This is an optimization exercise on Yosys and OpenROAD, whose aim is small area, a short achievable clock period and few clock cycles per item, not a production implementation.
Only simulation tests tie the RTL to the original design; equivalence was not proved.
Power is estimated from default activity; no workload was simulated.

## flow/run.sh

```bash
#!/bin/bash
# synth_recipe.tcl (not shown) runs the flow's synth.tcl, then flattens the netlist and writes it again
# the make line also repeats each setting of config.mk as NAME=value (left out here)
make -C /OpenROAD-flow-scripts/flow DESIGN_CONFIG=/design/flow/config.mk WORK_HOME=/design/flow/orfs CLKGATE_MAP_FILE= SYNTH_SCRIPT=/design/flow/synth_recipe.tcl finish
```

## flow/config.mk

```make
export PLATFORM = sky130hd
export DESIGN_NAME = axil_slave_top
export DESIGN_NICKNAME = axil_slave_top
export VERILOG_FILES = /design/flow/design.v
export SDC_FILE = /design/flow/constraint.sdc
export NUM_CORES = 4
export LEC_CHECK = 0
export CAP_MARGIN = 20
export CORE_MARGIN = 2
export CORE_UTILIZATION = 35
export PLACE_DENSITY = 0.55
export SLEW_MARGIN = 20
```

## flow/constraint.sdc

```tcl
create_clock -name core_clock -period 5.5 [get_ports {s_axi_aclk}]
set_input_delay 1.1000 -clock core_clock [delete_from_list [all_inputs] [get_ports {s_axi_aclk}]]
set_output_delay 1.1000 -clock core_clock [all_outputs]
set_load 0.01 [all_outputs]
```

## flow/design.v

```verilog
`timescale 1ns/1ns
package axil_pkg;
  typedef logic [31:0] addr_t;
  typedef logic [31:0] data_t;
  typedef logic [3:0] strb_t;
  typedef logic [1:0] resp_t;
endpackage
`timescale 1ns/1ns
package regfile_pkg;
  typedef logic [$clog2(128)-1:0] word_idx_t;
  typedef enum logic [2:0] {
    idle,
    wait_wdata,
    write_mem,
    write_resp,
    read_mem,
    read_resp,
    read_err
  } ctrl_state_t;
endpackage
`timescale 1ns/1ns
module axil_ctrl (
  input  logic            s_axi_aclk,
  input  logic            s_axi_aresetn,
  input  logic            awvalid,
  output logic            awready,
  input  axil_pkg::addr_t awaddr,
  input  logic            wvalid,
  output logic            wready,
  input  axil_pkg::data_t wdata,
  input  axil_pkg::strb_t wstrb,
  output logic            bvalid,
  input  logic            bready,
  output axil_pkg::resp_t bresp,
  input  logic            arvalid,
  output logic            arready,
  input  axil_pkg::addr_t araddr,
  output logic            rvalid,
  input  logic            rready,
  output axil_pkg::data_t rdata,
  output axil_pkg::resp_t rresp,
  output logic                   mem_wr_en,
  output regfile_pkg::word_idx_t mem_wr_idx,
  output axil_pkg::data_t        mem_wr_data,
  output axil_pkg::strb_t        mem_wr_strb,
  output logic                   mem_rd_en,
  output regfile_pkg::word_idx_t mem_rd_idx,
  input  axil_pkg::data_t        mem_rd_data
);
  regfile_pkg::ctrl_state_t state;
  regfile_pkg::word_idx_t wr_idx_q;
  logic                   wr_ok_q;
  axil_pkg::data_t        wdata_q;
  axil_pkg::strb_t        wstrb_q;
  regfile_pkg::word_idx_t rd_idx_q;
  logic                   rd_ok_q;
  logic aw_take;
  logic ar_take;
  logic w_take;
  assign aw_take = (state == regfile_pkg::idle) && !arready && awvalid;
  assign ar_take = (state == regfile_pkg::idle) && !arready && !awvalid && arvalid;
  assign w_take  = (state == regfile_pkg::wait_wdata) && !wready && wvalid;
  always_ff @(posedge s_axi_aclk) begin
    if (aw_take) begin
      wr_idx_q <= regfile_pkg::word_idx_t'(awaddr);
      wr_ok_q  <= (awaddr < 128);
    end
    if (ar_take) begin
      rd_idx_q <= regfile_pkg::word_idx_t'(araddr);
      rd_ok_q  <= (araddr < 128);
    end
    if (w_take) begin
      wdata_q <= wdata;
      wstrb_q <= wstrb;
    end
  end
  always_ff @(posedge s_axi_aclk) begin
    if (!s_axi_aresetn) begin
      state   <= regfile_pkg::idle;
      awready <= 1'b0;
      wready  <= 1'b0;
      arready <= 1'b0;
      bvalid  <= 1'b0;
      bresp   <= 2'b00;
      rvalid  <= 1'b0;
      rresp   <= 2'b00;
    end else begin
      case (state)
        regfile_pkg::idle: begin
          if (arready) begin
            arready <= 1'b0;
            if (rd_ok_q) begin
              state <= regfile_pkg::read_mem;
            end else begin
              rvalid <= 1'b1;
              rresp  <= 2'b11;
              state  <= regfile_pkg::read_err;
            end
          end else if (aw_take) begin
            awready <= 1'b1;
            state   <= regfile_pkg::wait_wdata;
          end else if (ar_take) begin
            arready <= 1'b1;
          end
        end
        regfile_pkg::wait_wdata: begin
          awready <= 1'b0;
          if (wready) begin
            wready <= 1'b0;
            if (wr_ok_q) begin
              state <= regfile_pkg::write_mem;
            end else begin
              bvalid <= 1'b1;
              bresp  <= 2'b11;
              state  <= regfile_pkg::write_resp;
            end
          end else if (w_take) begin
            wready <= 1'b1;
          end
        end
        regfile_pkg::write_mem: begin
          bvalid <= 1'b1;
          bresp  <= 2'b00;
          state  <= regfile_pkg::write_resp;
        end
        regfile_pkg::write_resp: begin
          if (bready) begin
            bvalid <= 1'b0;
            state  <= regfile_pkg::idle;
          end
        end
        regfile_pkg::read_mem: begin
          rvalid <= 1'b1;
          rresp  <= 2'b00;
          state  <= regfile_pkg::read_resp;
        end
        regfile_pkg::read_resp, regfile_pkg::read_err: begin
          if (rready) begin
            rvalid <= 1'b0;
            state  <= regfile_pkg::idle;
          end
        end
        default: begin
          state <= regfile_pkg::idle;
        end
      endcase
    end
  end
  assign rdata = (state == regfile_pkg::read_resp) ? mem_rd_data : '0;
  assign mem_wr_en   = (state == regfile_pkg::write_mem);
  assign mem_wr_idx  = wr_idx_q;
  assign mem_wr_data = wdata_q;
  assign mem_wr_strb = wstrb_q;
  assign mem_rd_en   = (state == regfile_pkg::read_mem);
  assign mem_rd_idx  = rd_idx_q;
endmodule
`timescale 1ns/1ns
module axil_word_mem (
  input  logic    s_axi_aclk,
  input  logic    s_axi_aresetn,
  input  logic                   port_wr_en,
  input  regfile_pkg::word_idx_t port_wr_idx,
  input  axil_pkg::data_t        port_wr_data,
  input  axil_pkg::strb_t        port_wr_strb,
  input  logic                   port_rd_en,
  input  regfile_pkg::word_idx_t port_rd_idx,
  output axil_pkg::data_t        port_rd_data
);
  axil_pkg::data_t words [128];
  always_ff @(posedge s_axi_aclk) begin
    if (!s_axi_aresetn) begin
      for (int i = 0; i < 128; i++) begin
        words[i] <= '0;
      end
      port_rd_data <= '0;
    end else begin
      if (port_wr_en) begin
        for (int b = 0; b < 4; b++) begin
          if (port_wr_strb[b]) begin
            words[port_wr_idx][8*b +: 8] <= port_wr_data[8*b +: 8];
          end
        end
      end
      if (port_rd_en) begin
        port_rd_data <= words[port_rd_idx];
      end
    end
  end
endmodule
`timescale 1ns/1ns
module axil_slave_top (
  input  logic            s_axi_aclk,
  input  logic            s_axi_aresetn,
  input  logic            s_axi_awvalid,
  output logic            s_axi_awready,
  input  axil_pkg::addr_t s_axi_awaddr,
  input  logic            s_axi_wvalid,
  output logic            s_axi_wready,
  input  axil_pkg::data_t s_axi_wdata,
  input  axil_pkg::strb_t s_axi_wstrb,
  output logic            s_axi_bvalid,
  input  logic            s_axi_bready,
  output axil_pkg::resp_t s_axi_bresp,
  input  logic            s_axi_arvalid,
  output logic            s_axi_arready,
  input  axil_pkg::addr_t s_axi_araddr,
  output logic            s_axi_rvalid,
  input  logic            s_axi_rready,
  output axil_pkg::data_t s_axi_rdata,
  output axil_pkg::resp_t s_axi_rresp
);
  logic                   mem_wr_en;
  regfile_pkg::word_idx_t mem_wr_idx;
  axil_pkg::data_t        mem_wr_data;
  axil_pkg::strb_t        mem_wr_strb;
  logic                   mem_rd_en;
  regfile_pkg::word_idx_t mem_rd_idx;
  axil_pkg::data_t        mem_rd_data;
  axil_ctrl ctrl0 (
    .s_axi_aclk    (s_axi_aclk),
    .s_axi_aresetn (s_axi_aresetn),
    .awvalid       (s_axi_awvalid),
    .awready       (s_axi_awready),
    .awaddr        (s_axi_awaddr),
    .wvalid        (s_axi_wvalid),
    .wready        (s_axi_wready),
    .wdata         (s_axi_wdata),
    .wstrb         (s_axi_wstrb),
    .bvalid        (s_axi_bvalid),
    .bready        (s_axi_bready),
    .bresp         (s_axi_bresp),
    .arvalid       (s_axi_arvalid),
    .arready       (s_axi_arready),
    .araddr        (s_axi_araddr),
    .rvalid        (s_axi_rvalid),
    .rready        (s_axi_rready),
    .rdata         (s_axi_rdata),
    .rresp         (s_axi_rresp),
    .mem_wr_en     (mem_wr_en),
    .mem_wr_idx    (mem_wr_idx),
    .mem_wr_data   (mem_wr_data),
    .mem_wr_strb   (mem_wr_strb),
    .mem_rd_en     (mem_rd_en),
    .mem_rd_idx    (mem_rd_idx),
    .mem_rd_data   (mem_rd_data)
  );
  axil_word_mem mem0 (
    .s_axi_aclk    (s_axi_aclk),
    .s_axi_aresetn (s_axi_aresetn),
    .port_wr_en    (mem_wr_en),
    .port_wr_idx   (mem_wr_idx),
    .port_wr_data  (mem_wr_data),
    .port_wr_strb  (mem_wr_strb),
    .port_rd_en    (mem_rd_en),
    .port_rd_idx   (mem_rd_idx),
    .port_rd_data  (mem_rd_data)
  );
endmodule
```

==> run notes <==
## cell usage after synthesis, types with 17 or more instances
cell type  instances  area share
edfxtp_1        4148        0.64
and3_1          4104        0.13
clkbuf_1        1575       0.031
nand2_1         1049       0.020
mux4_2           899        0.10
mux2i_1          308       0.016
a22oi_1          204      0.0079
nor2_1           162      0.0031
buf_2            147      0.0038
o22ai_1          126      0.0041
nand3_1          101      0.0026
a22o_1            84      0.0038
a221oi_1          59      0.0027
o21ai_0           56      0.0014
buf_1             46     0.00089
and2_1            42      0.0014
buf_4             42      0.0016
dfxtp_1           42      0.0043
nand4_1           41      0.0013
a21oi_1           33     0.00085
nor3_1            32     0.00083
nor4_1            32      0.0010
o22a_1            30      0.0014
nor2b_1           26     0.00084
mux2_2            18      0.0010
nand2b_1          17     0.00055
## routing by layer
| layer | vias to the layer above | GRT usage | wire [µm] | part of all wire |
|---|---|---|---|---|
| li1 | 51700 | - | - | - |
| met1 | 63700 | 0.322 | 268000 | 0.41 |
| met2 | 6235 | 0.350 | 298000 | 0.45 |
| met3 | 956 | 0.0494 | 68000 | 0.10 |
| met4 | 26 | 0.0832 | 27000 | 0.041 |
| met5 | - | 0 | 187 | 0.00028 |
## worst max path at each step
stage	startpoint	endpoint	cells after the start
finish	ctrl0.rd_idx_q[1]$_DFFE_PP_	mem0.port_rd_data[3]$_SDFFE_PN0P_	9
global route	ctrl0.rd_idx_q[0]$_DFFE_PP_	mem0.port_rd_data[3]$_SDFFE_PN0P_	9
CTS	ctrl0.rd_idx_q[0]$_DFFE_PP_	mem0.port_rd_data[3]$_SDFFE_PN0P_	9
detailed placement	ctrl0.rd_idx_q[0]$_DFFE_PP_	mem0.port_rd_data[3]$_SDFFE_PN0P_	9
global placement	ctrl0.rd_idx_q[0]$_DFFE_PP_	mem0.port_rd_data[3]$_SDFFE_PN0P_	9
floorplan	s_axi_wvalid	ctrl0.wdata_q[0]$_DFFE_PP_	1
## logic make-up after synthesis
logic type,after synthesis,share of synthesized area
mux,1225,0.121
buf+inv,1828,0.0374
flops,4190,0.647
simple gates,5660,0.167
compound gates,697,0.0269
## state kept, by name, indices dropped and copies added (netlist names)
name / cells
mem0.port_rd_data: 32
ctrl0.bvalid: 1
ctrl0.wready: 1
ctrl0.rd_idx_q: 7
ctrl0.rresp: 1
ctrl0.bresp: 1
ctrl0.wstrb_q: 4
ctrl0.state: 3
ctrl0.awready: 1
ctrl0.arready: 1
ctrl0.wr_ok_q: 1
ctrl0.wdata_q: 32
ctrl0.rvalid: 1
ctrl0.wr_idx_q: 7
mem0.words: 4096
ctrl0.rd_ok_q: 1
## through the flow
step | hold slack (ps) | util | cell area [µm²]
2_1_floorplan | 463 | - | 194000
3_3_place_gp | 481 | 0.369 | 203000
3_5_place_dp | 473 | 0.369 | 204000
4_1_cts | 351 | 0.395 | 218000
5_1_grt | 407 | 0.395 | 218000
6_report | 414 | 0.395 | 218000
## power groups by stage
stage / registers, mW / logic (mW) / clock network, mW
3_3_place_gp: 37.4 / 10.6 / 0
2_1_floorplan: 37.0 / 5.83 / 0
6_report: 36.7 / 10.8 / 30.0
4_1_cts: 36.7 / 10.7 / 30.3
5_1_grt: 36.8 / 11.2 / 31.5
3_5_place_dp: 37.4 / 10.7 / 0
## worst max-delay path, delay by kind of cell, from the launching register on
| family | cells | cell delay, ps |
|---|---|---|
| compound gates | 3 | 1230 |
| buf+inv | 4 | 1270 |
| flops | 1 | 890 |
| mux | 1 | 360 |
| simple gates | 1 | 640 |
## cell type report
type                            instances  area, µm²
Tap cell                             7287       9120
Clock inverter                        258       2290
Multi-Input combinational cell       7582      61800
Sequential cell                      4190     125000
Fill cell                           50600     334000
Inverter                               12       45.0
Clock buffer                          571      12000
Antenna cell                           37       92.6
Timing Repair Buffer                  765       7360
==> results_dict.tcl <==
set metrics [dict create \
    outcome "no timing/DRC/antenna violations" \
    fin_skew_ps 78.8 \
    holdPathEnd "ctrl0.arready$_SDFFE_PN0N_" \
    worst_slew_margin_rel 0.201 \
    combinational_power_share 0.140 \
    design.core.area_um2 552000 \
    syn_nets 13700 \
    route.detailed.vias_per_inst 5.92 \
    final_cells 20700 \
    dpl.cell_count 19800 \
    std_cell_rows 273 \
    tns_ps 0 \
    tritoncts "done" \
    hold_depth 2 \
    hold_viol 0 \
    worst_hold_path_type "in -> reg" \
    min_from "s_axi_aresetn" \
    clk_path_buf_depth 4 \
    floorplan.initialDensity 0.351 \
    grt_pass1_vias 119000 \
    postRouteAntennaNets 0 \
    layout.nets 13100 \
    wirelength_um 661000 \
    synth.ff_latch_count 4190 \
    ctsHoldBuffers 0 \
    internal-power_mw 55.9 \
    post-layout-total-power_mw 77.5 \
    initial_antenna_violation_count 84 \
    finalCriticalPeriod_ps 4670 \
    dr_vias 123000 \
    cp_cell_sequence "buf_4 -> buf_12 -> buf_4 -> mux4_2 -> a22o_1 -> o21ai_0 -> buf_4 -> nand4_1 -> o211a_1" \
    max_cap_violations 0 \
    critical_path_capture_point_type "flip-flop" \
    reg2regPathDepth 9 \
    grt_first_pass_wirelength_um 930000 \
    worst_path_most_repeated_cell "buf_4" \
    chipHeight_um 748 \
    port_buffers 147 \
    maxSlewViolCount 0 \
    cpMaxStageDelayCell "edfxtp_1" \
    report.final.setup_viol 0 \
    routabilityCongestion 0.849 \
    clock_power_share 0.387 \
    pwrdens_nw_per_um2 356 \
    clockRootBuffer "clkbuf_16" \
    finalCritPeriodShare 0.849 \
    reg2reg_setup_slack_ps 830 \
    pre_cts_slack_ps 677 \
    worst_path_largest_cell_delay_ps 890 \
    sw_frac_of_total 0.279 \
    kind_of_start_point_of_the_critical_path "flip-flop" \
    drt-initial-drc-count 17700 \
    synth_seq_area_share 0.647 \
    cts_setup_buffers 0 \
    critical_path_arrival_ps 5560 \
    worst-path-max-fanout 53 \
    static-leakage-power_nw 90.7 \
    synth-main-ff-cell "edfxtp_1" \
    grt_setup_unrepaired "false" \
    yosysUniqueCellTypes 66 \
    regToRegStartpoint "ctrl0.rd_idx_q[1]$_DFFE_PP_" \
    tightestPinTransition_ps 1200 \
    synthesis.area_per_instance_um2 14.2 \
    final_layout_size_suffix_gt1_frac 0.176 \
    maximum_number_of_pins_on_one_net_before_global_route_repair 182 \
    clock-sinks 4190 \
    maxClockFrequency_mhz 214 \
    post-route-drc-count 0 \
    setup.worst_path.class "reg -> reg" \
    clkLatencyLatePin_ps 1080 \
    cts_clk_pin_slew_worst_paths_ps 60 \
    final_common_cell "edfxtp_1" \
    async_reset_ff_frac 0 \
    global_route.overflow_total 0 \
    global_route_usage_over_all_layers 0.229 \
    chipWidth_um 748 \
    synthesis.yosys.warnings 2 \
    post_drt_wl_per_cell_um 31.9 \
    worst_slack_ps 829 \
    required_ps 6390 \
    worstReg2RegEnd "mem0.port_rd_data[3]$_SDFFE_PN0P_" \
    mappedNetlistArea_um2 194000 \
    die_area_um2 559000 \
    hpwlAfterDp_um 411000 \
    peakVddDrop_mv 0.274 \
    post_cts_resize_count 0 \
    total_switching_power_mw 21.6 \
    layout_common_cells "edfxtp_1 (4148), and3_1 (4104), nand2_1 (1047)" \
    sequentialPowerShare 0.474 \
    number_of_search_and_repair_iterations_in_the_first_detailed_routing_pass 5 \
    synth-edff-count 4148 \
    inserted_clock_buffers 449 \
    num_io_pins 148 \
    ctsHtreeMaxLevel 5 \
    syn_to_final_growth_pct 12.6 \
    syn-instance-count 13600 \
]
Testbench counts, summed over its fixed seeds: cycles 71,520, transactions 16,000.

separate check: timing with driven ports:
No port has a modelled driver above. Below, the same layout with a new extraction and two added sets of constraints.
Step 1 (the two cells are an assumption about what drives the block):
set clk [get_ports {s_axi_aclk}]
set_driving_cell -lib_cell sky130_fd_sc_hd__clkbuf_16 $clk
set_driving_cell -lib_cell sky130_fd_sc_hd__buf_2 [delete_from_list [all_inputs] $clk]
Step 2 moves the port delays by t, midway between the first and last clock arrival at a register: inputs arrive t later, outputs are due t later. That takes back most of the time a late clock gives input paths.
Slacks: ideal ports / drivers / drivers and shift; pairs: ideal ports / drivers.
t (ns): 1.169
setup WS [ns]: 0.829 / 0.829 / 0.829
latest minus earliest clock arrival (ns): 0.089 / 0.089
worst slew at a driven data input, ns: 0.08
After both steps this run still meets setup and hold. The setup slack of this run moves by 0.000 ns with the drivers and by 0.000 ns with both steps.
